From an optimization exercise on the open Yosys and OpenROAD flow, aimed at small area, a short achievable clock period and few clock cycles per item; shortcuts taken in it are not production practice.
In this exercise RTL edits were held to simulation tests only and were not proved equivalent to the original.
Power and IR drop assume default switching activity.

==> design.v <==
package wma_pkg;
    localparam int KEY_BITS   = 8;
    localparam int COUNT_BITS = 16;
    localparam int TABLE_SIZE = 1 << KEY_BITS;
    localparam int SUM_W      = 24;
    localparam int TCNT_W     = 16;
    localparam int DSUM_W     = 15;
    localparam int DCNT_W     = 9;
    localparam int MEAN_W     = 16;
    localparam logic REQ_INSERT  = 1'b0;
    localparam logic REQ_RETRACT = 1'b1;
    localparam int DIV_NSTEP = 2;
    localparam int DIV_NIT   = 4;
endpackage
import wma_pkg::*;
module wma_ctrl #(
    parameter int NIT = 4
) (
    input  logic           i_clk,
    input  logic           i_rst_n,
    input  logic           i_start,
    output logic           o_busy,
    output logic           o_accept,    
    output logic [NIT-1:0] o_phase,     
    output logic           o_valid
);
    logic [NIT-1:0] r_ph;
    assign o_accept = i_start && !o_busy;
    assign o_busy   = |r_ph;
    assign o_phase  = r_ph;
    always_ff @(posedge i_clk) begin
        if (!i_rst_n) begin
            r_ph    <= '0;
            o_valid <= 1'b0;
        end else begin
            r_ph    <= NIT'({r_ph, o_accept});
            o_valid <= r_ph[NIT-1];
        end
    end
endmodule
import wma_pkg::*;
module wma_div4_step #(
    parameter int W = 16
) (
    input  logic [W-1:0] i_r,
    input  logic [1:0]   i_b,      
    input  logic [W-1:0] i_d,
    input  logic [W+1:0] i_d3,     
    output logic [W-1:0] o_r,
    output logic [1:0]   o_q
);
    logic [W+1:0] t;
    logic [W+2:0] s1, s2, s3;
    assign t  = {i_r, i_b};
    assign s1 = {1'b0, t} - {3'b0, i_d};
    assign s2 = {1'b0, t} - {2'b0, i_d, 1'b0};
    assign s3 = {1'b0, t} - {1'b0, i_d3};
    always_comb begin
        if (!s3[W+2]) begin
            o_q = 2'd3; o_r = s3[W-1:0];
        end else if (!s2[W+2]) begin
            o_q = 2'd2; o_r = s2[W-1:0];
        end else if (!s1[W+2]) begin
            o_q = 2'd1; o_r = s1[W-1:0];
        end else begin
            o_q = 2'd0; o_r = t[W-1:0];
        end
    end
endmodule
module wma_div_iter #(
    parameter int W     = 16,    
    parameter int SW    = 24,    
    parameter int NSTEP = 2,
    parameter int NIT   = 4
) (
    input  logic          i_clk,
    input  logic          i_load,    
    input  logic          i_run,     
    input  logic [SW-1:0] i_s,
    input  logic [W-1:0]  i_d,
    input  logic [W+1:0]  i_d3,
    output logic [15:0]   o_q        
);
    localparam int QB = 2 * NSTEP * NIT;
    localparam int NB = SW + 8;
    logic [NB-1:0] n;
    assign n = {i_s, 8'b0};
    logic [W-1:0]  r_r;
    logic [QB-1:0] r_lo, r_q;
    logic [W-1:0]  d_b;
    logic [W+1:0]  d3_b;
    logic [W-1:0]  r [NSTEP+1];
    logic [1:0]    qd [NSTEP];
    logic [2*NSTEP-1:0] digits;
    assign r[0] = r_r;
    for (genvar i = 0; i < NSTEP; i++) begin : g_s
        wma_div4_step #(.W(W)) u_step (
            .i_r(r[i]), .i_b(r_lo[QB-1-2*i -: 2]), .i_d(d_b), .i_d3(d3_b),
            .o_r(r[i+1]), .o_q(qd[i])
        );
        assign digits[2*NSTEP-1-2*i -: 2] = qd[i];
    end
    always_ff @(posedge i_clk) begin
        if (i_load) begin
            r_r  <= W'(n >> QB);
            r_lo <= n[QB-1:0];
            d_b  <= i_d;
            d3_b <= i_d3;
        end else if (i_run) begin
            r_r  <= r[NSTEP];
            r_lo <= r_lo << (2 * NSTEP);
            r_q  <= QB'({r_q, digits});
        end
    end
    logic [QB+2*NSTEP-1:0] qn;
    assign qn  = {r_q, digits};
    assign o_q = qn[15:0];
endmodule
module wma_minmax (
    input  logic [255:0] i_v,
    output logic [7:0]   o_min,
    output logic [7:0]   o_max
);
    logic [255:0]      any [9];
    logic [7:0]        lo  [9][256];
    logic [7:0]        hi  [9][256];
    always_comb begin
        for (int n = 0; n < 256; n++) begin
            any[0][n] = i_v[n];
            lo[0][n] = '0;
            hi[0][n] = '0;
        end
        for (int l = 1; l <= 8; l++) begin
            any[l] = '0;
            for (int n = 0; n < (256 >> l); n++) begin
                any[l][n] = any[l-1][2*n] | any[l-1][2*n+1];
                lo[l][n] = '0;
                hi[l][n] = '0;
                lo[l][n][l-1] = !any[l-1][2*n];
                lo[l][n] = lo[l][n] | (any[l-1][2*n] ? lo[l-1][2*n] : lo[l-1][2*n+1]);
                hi[l][n][l-1] = any[l-1][2*n+1];
                hi[l][n] = hi[l][n] | (any[l-1][2*n+1] ? hi[l-1][2*n+1] : hi[l-1][2*n]);
            end
        end
    end
    assign o_min = any[8][0] ? lo[8][0] : 8'd0;
    assign o_max = hi[8][0];
endmodule
module wma_dp (
    input  logic                           i_clk,
    input  logic                           i_rst_n,
    input  logic                           i_accept,
    input  logic [wma_pkg::DIV_NIT-1:0]    i_phase,
    input  logic                           i_req_type,
    input  logic [wma_pkg::KEY_BITS-1:0]   i_key_value,
    output logic                           o_is_empty,
    output logic                           o_bad_request,
    output logic [wma_pkg::SUM_W-1:0]      o_total_sum,
    output logic [wma_pkg::TCNT_W-1:0]     o_total_count,
    output logic [wma_pkg::KEY_BITS-1:0]   o_min_key,
    output logic [wma_pkg::KEY_BITS-1:0]   o_max_key,
    output logic [wma_pkg::DSUM_W-1:0]     o_distinct_total,
    output logic [wma_pkg::DCNT_W-1:0]     o_distinct_count,
    output logic [wma_pkg::MEAN_W-1:0]     o_mean_fixed,
    output logic [wma_pkg::MEAN_W-1:0]     o_distinct_mean_fixed
);
    localparam int NIT = DIV_NIT;
    logic run, last;
    assign run  = |i_phase;
    assign last = i_phase[NIT-1];
    logic [TABLE_SIZE-1:0][COUNT_BITS-1:0] tbl;
    logic [TABLE_SIZE-1:0]                 pres;
    logic [SUM_W-1:0]    r_sum;
    logic [TCNT_W-1:0]   r_cnt;
    logic [DSUM_W-1:0]   r_dsum;
    logic [DCNT_W-1:0]   r_dcnt;
    logic [COUNT_BITS-1:0] rd_a;
    logic [SUM_W:0]        sp_a;
    logic [DSUM_W:0]       dsp_a;
    logic [TCNT_W-1:0]     dv_a;
    logic [TCNT_W+1:0]     dv3_a;
    logic [DCNT_W-1:0]     ddv_a;
    logic [DCNT_W+1:0]     ddv3_a;
    logic [TCNT_W+1:0]     cnt3;
    logic [DCNT_W+1:0]     dcnt3;
    assign rd_a  = tbl[i_key_value];
    assign cnt3  = {2'b0, r_cnt} + {1'b0, r_cnt, 1'b0};
    assign dcnt3 = {2'b0, r_dcnt} + {1'b0, r_dcnt, 1'b0};
    always_comb begin
        if (i_req_type == REQ_RETRACT) begin
            sp_a   = {1'b0, r_sum} - (SUM_W+1)'(i_key_value);
            dsp_a  = {1'b0, r_dsum} - (DSUM_W+1)'(i_key_value);
            dv_a   = r_cnt - 1'b1;
            dv3_a  = cnt3 - 2'd3;
            ddv_a  = r_dcnt - 1'b1;
            ddv3_a = dcnt3 - 2'd3;
        end else begin
            sp_a   = {1'b0, r_sum} + (SUM_W+1)'(i_key_value);
            dsp_a  = {1'b0, r_dsum} + (DSUM_W+1)'(i_key_value);
            dv_a   = r_cnt + 1'b1;
            dv3_a  = cnt3 + 2'd3;
            ddv_a  = r_dcnt + 1'b1;
            ddv3_a = dcnt3 + 2'd3;
        end
    end
    logic [KEY_BITS-1:0]   k_r;
    logic                  t_r;
    logic [COUNT_BITS-1:0] rd_r;
    logic [SUM_W:0]        sp_r;
    logic [DSUM_W:0]       dsp_r;
    logic [TCNT_W-1:0]     dv_r;
    logic [DCNT_W-1:0]     ddv_r;
    always_ff @(posedge i_clk) begin
        if (i_accept) begin
            k_r   <= i_key_value;
            t_r   <= i_req_type;
            rd_r  <= rd_a;
            sp_r  <= sp_a;
            dsp_r <= dsp_a;
            dv_r  <= dv_a;
            ddv_r <= ddv_a;
        end
    end
    logic [15:0] q_tot, q_dis;
    wma_div_iter #(.W(TCNT_W), .SW(SUM_W), .NSTEP(DIV_NSTEP), .NIT(NIT)) u_div_tot (
        .i_clk, .i_load(i_accept), .i_run(run), .i_s(sp_a[SUM_W-1:0]),
        .i_d(dv_a), .i_d3(dv3_a), .o_q(q_tot)
    );
    wma_div_iter #(.W(DCNT_W), .SW(DSUM_W), .NSTEP(DIV_NSTEP), .NIT(NIT)) u_div_dis (
        .i_clk, .i_load(i_accept), .i_run(run), .i_s(dsp_a[DSUM_W-1:0]),
        .i_d(ddv_a), .i_d3(ddv3_a), .o_q(q_dis)
    );
    logic zero, one, full, ok, fresh, gone, dchg, n_empty;
    logic [COUNT_BITS-1:0] wdata;
    always_comb begin
        zero  = (rd_r == '0);
        one   = (rd_r == COUNT_BITS'(1));
        full  = (rd_r == '1);
        if (t_r == REQ_RETRACT) ok = !zero;
        else ok = !full && (r_cnt != '1) && !sp_r[SUM_W] && !(zero && dsp_r[DSUM_W]);
        fresh = ok && (t_r == REQ_INSERT) && zero;
        gone  = ok && (t_r == REQ_RETRACT) && one;
        dchg  = fresh || gone;
        wdata = (t_r == REQ_RETRACT) ? rd_r - 1'b1 : rd_r + 1'b1;
        n_empty = ok ? (dv_r == '0) : (r_cnt == '0);
    end
    logic                  we;
    logic [COUNT_BITS-1:0] wd;
    logic                  wp;
    assign we = last && ok;
    assign wd = i_rst_n ? wdata : '0;
    assign wp = i_rst_n && !gone;
    for (genvar i = 0; i < TABLE_SIZE; i++) begin : g_row
        logic row_we;
        assign row_we = !i_rst_n || (we && (k_r == KEY_BITS'(i)));
        always_ff @(posedge i_clk) begin
            if (row_we) begin
                tbl[i]  <= wd;
                pres[i] <= wp;
            end
        end
    end
    always_ff @(posedge i_clk) begin
        if (!i_rst_n) begin
            r_sum <= '0; r_cnt <= '0; r_dsum <= '0; r_dcnt <= '0;
        end else if (we) begin
            r_sum <= sp_r[SUM_W-1:0];
            r_cnt <= dv_r;
            if (dchg) begin
                r_dsum <= dsp_r[DSUM_W-1:0];
                r_dcnt <= ddv_r;
            end
        end
    end
    logic [TABLE_SIZE-1:0] pres_n;
    always_comb begin
        pres_n = pres;
        if (fresh) pres_n[k_r] = 1'b1;
        if (gone)  pres_n[k_r] = 1'b0;
    end
    logic [KEY_BITS-1:0] mn, mx;
    wma_minmax u_mm (.i_v(pres_n), .o_min(mn), .o_max(mx));
    always_ff @(posedge i_clk) begin
        if (last) begin
            o_is_empty       <= n_empty;
            o_bad_request    <= !ok;
            o_total_sum      <= ok ? sp_r[SUM_W-1:0] : r_sum;
            o_total_count    <= ok ? dv_r : r_cnt;
            o_distinct_total <= dchg ? dsp_r[DSUM_W-1:0] : r_dsum;
            o_distinct_count <= dchg ? ddv_r : r_dcnt;
            o_min_key        <= mn;
            o_max_key        <= mx;
            o_mean_fixed          <= n_empty ? '0 : ok ? q_tot : o_mean_fixed;
            o_distinct_mean_fixed <= n_empty ? '0 : dchg ? q_dis : o_distinct_mean_fixed;
        end
    end
endmodule
import wma_pkg::*;
module windowed_multiset_aggregator_core (
    input  logic                           i_clk,
    input  logic                           i_rst_n,
    input  logic                           start,
    output logic                           busy,
    input  logic                           i_req_type,
    input  logic [wma_pkg::KEY_BITS-1:0]   i_key_value,
    output logic                           o_valid,
    output logic                           o_is_empty,
    output logic                           o_bad_request,
    output logic [wma_pkg::SUM_W-1:0]      o_total_sum,
    output logic [wma_pkg::TCNT_W-1:0]     o_total_count,
    output logic [wma_pkg::KEY_BITS-1:0]   o_min_key,
    output logic [wma_pkg::KEY_BITS-1:0]   o_max_key,
    output logic [wma_pkg::DSUM_W-1:0]     o_distinct_total,
    output logic [wma_pkg::DCNT_W-1:0]     o_distinct_count,
    output logic [wma_pkg::MEAN_W-1:0]     o_mean_fixed,
    output logic [wma_pkg::MEAN_W-1:0]     o_distinct_mean_fixed
);
    localparam int NIT   = wma_pkg::DIV_NIT;
    logic           accept;
    logic [NIT-1:0] phase;
    wma_ctrl #(.NIT(NIT)) u_ctrl (
        .i_clk, .i_rst_n, .i_start(start), .o_busy(busy),
        .o_accept(accept), .o_phase(phase), .o_valid
    );
    wma_dp u_dp (
        .i_clk, .i_rst_n, .i_accept(accept), .i_phase(phase),
        .i_req_type, .i_key_value, .o_is_empty, .o_bad_request,
        .o_total_sum, .o_total_count, .o_min_key, .o_max_key,
        .o_distinct_total, .o_distinct_count, .o_mean_fixed,
        .o_distinct_mean_fixed
    );
endmodule
==> run.sh <==
#!/bin/bash
# synth_recipe.tcl (not shown) runs the flow's synth.tcl, then flattens the netlist and writes it again
# the make line also repeats each setting of config.mk as NAME=value (left out here)
make -C /OpenROAD-flow-scripts/flow DESIGN_CONFIG=/design/flow/config.mk WORK_HOME=/design/flow/orfs CLKGATE_MAP_FILE= SYNTH_SCRIPT=/design/flow/synth_recipe.tcl finish
==> config.mk <==
export PLATFORM = sky130hd
export DESIGN_NAME = windowed_multiset_aggregator_core
export DESIGN_NICKNAME = windowed_multiset_aggregator_core
export VERILOG_FILES = /design/flow/design.v
export SDC_FILE = /design/flow/constraint.sdc
export NUM_CORES = 4
export LEC_CHECK = 0
export CAP_MARGIN = 20
export CORE_MARGIN = 2
export CORE_UTILIZATION = 40
export SLEW_MARGIN = 20
==> constraint.sdc <==
create_clock -name core_clock -period 8.0 [get_ports {i_clk}]
set_input_delay 1.6000 -clock core_clock [delete_from_list [all_inputs] [get_ports {i_clk}]]
set_output_delay 1.6000 -clock core_clock [all_outputs]
set_load 0.01 [all_outputs]
==> impl_metrics.json <==
{
  "synth_cell_types": 135,
  "powerDensity_nw_per_um2": 283,
  "p_int_mw": 48.1,
  "first_global_vias": 119000,
  "fin_nets": 13000,
  "drc": 0,
  "seqPwrFrac": 0.459,
  "ys_async_sr_fraction": 0,
  "path_depth": 28,
  "syn_area_um2": 206000,
  "p_sw_mw": 19.2,
  "die_y_um": 722,
  "place_ws_ns": -0.0287,
  "instances_no_fill": 19900,
  "required_ns": 8.80,
  "grt_setup_unrepaired": "no",
  "worstMarginPinSlew_ns": 1.29,
  "htree_levels": 5,
  "cts_buffer_depth": 4,
  "crit_slowest_cell": "fa_1",
  "clockPowerShare": 0.335,
  "cts.sinks": 4718,
  "die_area_um2": 521000,
  "drv_slew": 0,
  "drive_above_1_share": 0.258,
  "placed_cells": 19000,
  "setup_viol": 0,
  "core_um2": 513000,
  "grt_remaining_overflow": 0,
  "vias_per_cell": 6.27,
  "fin_hold_ws_ns": 0.436,
  "crit_family": "compound AO/OA/AOI/OAI gates",
  "outcome": "complete, no violations",
  "io_pins": 128,
  "nFillCells": 43600,
  "clock_skew_ns": 0.162,
  "routabilityCongestion": 1.12,
  "wl_per_cell_um": 37.3,
  "final_core_util": 0.463,
  "track_usage": 0.280,
  "cts_inserted_buffers": 478,
  "reg2reg_setup_slack_ns": 0.51,
  "insertion_delay_ns": 1.15,
  "combinationalPowerShare": 0.206,
  "clkTransAtPathRegs_ns": 0.06,
  "layout_min_cycle_time_ns": 7.49,
  "antenna_found_initial": 74,
  "cts_setup_buffers": 0,
  "syn_nets": 12300,
  "setup_slack_ns": 0.514,
  "synth_area_per_cell_um2": 17.3,
  "hold_violations": 0,
  "vdd_drop_max_mv": 0.338,
  "drtIter0Drc": 17200,
  "area_growth_pct": 15.2,
  "end_kind": "flip-flop",
  "grt_max_degree": 177,
  "synth_seq_cells": 4718,
  "hp-class": "flip-flop to flip-flop",
  "crit_path_max_fanout": 11,
  "hpwl_mm": 501,
  "max_stage_delay_ns": 0.47,
  "routed_wl_mm": 743,
  "final_antenna_net_count": 0,
  "syn_inst": 12000,
  "fmax_ghz": 0.134,
  "drt_first_pass_iters": 8,
  "startpoint_type": "flip-flop",
  "worst_ep_arrival_time_ns": 8.28,
  "synth-edff-count": 4647,
  "die_width_um": 722,
  "grt_pass1_wl_mm": 1010,
  "row_count": 263,
  "portBuffers": 127,
  "path_class": "flip-flop to flip-flop",
  "ys_seq_area_frac": 0.684,
  "reg2reg_depth": 28,
  "cap_violations": 0,
  "hold_path_depth": 0,
  "slew_headroom": 0.135,
  "leakagePower_nw": 81.3,
  "finalCritPeriodShare": 0.936,
  "total_power_mw": 67.3,
  "synthFlopType": "edfxtp_1",
  "floorplan.initialDensity": 0.402,
  "clock-root-buffer": "clkbuf_16",
  "vias": 125000,
  "cp_num_buf_inv": 4,
  "switching_share": 0.285,
  "yosys_warnings": 16,
  "cts_tree": "yes"
}
-- cell families after synthesis --
kind of cell | share of synthesized area
AND/OR/NAND/NOR | 0.0406
flip-flops | 0.684
multiplexers | 0.147
buffers and inverters | 0.0181
adder cells (fa/ha/maj) | 0.0189
AO/OA/AOI/OAI | 0.0828
XOR/XNOR | 0.00883
-- cell type report --
cell class / instances / area, µm² / area share
sequential: 4718 / 141000 / 0.593
clock inverter: 321 / 3460 / 0.0146
inverter: 241 / 922 / 0.00388
timing repair buffer: 934 / 7970 / 0.0335
multi-input combinational: 6318 / 63400 / 0.267
clock buffer: 576 / 12500 / 0.0524
tap: 6757 / 8450 / 0.0356
antenna: 26 / 65.1 / 0.000274
-- what timing repair did --
item                                    in CTS  in global routing
endpoints found under the hold margin        0                  0
resized for setup                            1                  3
hold buffers                                 0                  0
endpoints found under the setup margin       2                 18
pin swaps                                    0                  0
-- through the flow --
| stage | setup TNS, ns | area [µm²] |
|---|---|---|
| after floorplan | 0 | 206000 |
| after global placement | 0 | 222000 |
| after detailed placement | -0.0526 | 222000 |
| after CTS | 0 | 238000 |
| after global routing | 0 | 238000 |
| final | 0 | 238000 |
-- worst reg2reg max path, delay by kind of cell (launching register included) --
kind | cells | cell delay (ns)
adder cells (fa/ha/maj) | 3 | 0.95
AND/OR/NAND/NOR | 4 | 0.66
AO/OA/AOI/OAI | 16 | 4.23
buffers and inverters | 4 | 0.61
multiplexers | 1 | 0.44
flip-flops | 1 | 0.37
-- synth_stat cells, drive strengths merged, types with 121 or more instances --
cell type | count | share of area
a21oi | 530 | 0.013
buf | 273 | 0.0064
clkbuf | 402 | 0.0073
edfxtp | 4647 | 0.68
ha | 282 | 0.017
inv | 238 | 0.0043
mux2i | 139 | 0.0068
mux4 | 1262 | 0.14
nand2 | 628 | 0.012
nor2 | 485 | 0.0089
nor3 | 136 | 0.0035
o21ai | 795 | 0.019
o22ai | 121 | 0.0037
xnor2 | 144 | 0.0061
-- cell usage in the layout, fill, tap and decap left out, types with 113 or more instances in the layout --
cell type           n
a21oi_1           519
buf_4             756
clkbuf_16         481
clkdlybuf4s50_1   117
edfxtp_1         4647
ha_1              280
inv_1             230
mux2i_1           138
mux4_2           1262
nand2_1           598
nor2_1            455
nor3_1            113
o21ai_0           500
o21ai_2           250
o22ai_1           115
xnor2_1           144
-- sequential cells by signal, summed over array words and instances, names as in the netlist, 18 cells and up --
register             cells
u_dp.r_sum              24
u_dp.sp_r               25
u_dp.o_total_sum        24
u_dp.pres              256
u_dp.tbl              4096
u_dp.u_div_tot.d3_b     18
-- layer usage --
layer	GRT usage	up-vias	wire length, µm
li1	-	50800	-
met1	0.400	66200	312000
met2	0.414	6324	326000
met3	0.0629	1244	67700
met4	0.118	34	37700
met5	0	-	242
-- power by group through the flow --
stage          clock network [mW]  logic [mW]  registers [mW]
2_1_floorplan                   0        9.12            31.1
3_3_place_gp                    0        13.7            31.3
3_5_place_dp                    0        13.7            31.3
4_1_cts                      22.9        13.8            30.8
5_1_grt                      23.9        15.0            31.0
6_report                     22.5        13.9            30.9
-- final timing paths --
| kind | start | to |
|---|---|---|
| max | u_dp.u_div_tot.r_lo[14] | u_dp.u_div_tot.r_r[4] |
| min | u_dp.u_div_dis.r_q[1] | u_dp.u_div_dis.r_q[5] |
| max reg2reg | u_dp.u_div_tot.r_lo[14] | u_dp.u_div_tot.r_r[4] |
| min reg2reg | u_dp.u_div_dis.r_q[1] | u_dp.u_div_dis.r_q[5] |
Testbench counts, summed over its fixed seeds: cycles 24,008, items 4,800.

[separate check: timing with driven ports]
How much do the figures lean on ideal ports? The routed layout below was timed once more, with nothing changed but the port constraints. Step 1 (the two cells are an assumption about what drives the block):
set clk [get_ports {i_clk}]
set_driving_cell -lib_cell sky130_fd_sc_hd__clkbuf_16 $clk
set_driving_cell -lib_cell sky130_fd_sc_hd__buf_2 [delete_from_list [all_inputs] $clk]
Step 2 times the ports against the registers' clock, not the clock port: input delays grow and output delays shrink by t, the midpoint of the rising clock arrivals with the driver on. a / b / c = no drivers / after step 1 / after step 2; a / b = the first two.
t, ns: 1.179
setup WS [ns]: 0.514 / 0.514 / 0.514
hold slack, ns: 0.436 / 0.436 / 0.436
worst setup path at the end: register to register
latest minus earliest clock arrival (ns): 0.186 / 0.185
After both steps setup and hold are still met in this run. For this run, drivers alone change the setup slack by 0.000 ns; drivers and shift together by 0.000 ns.
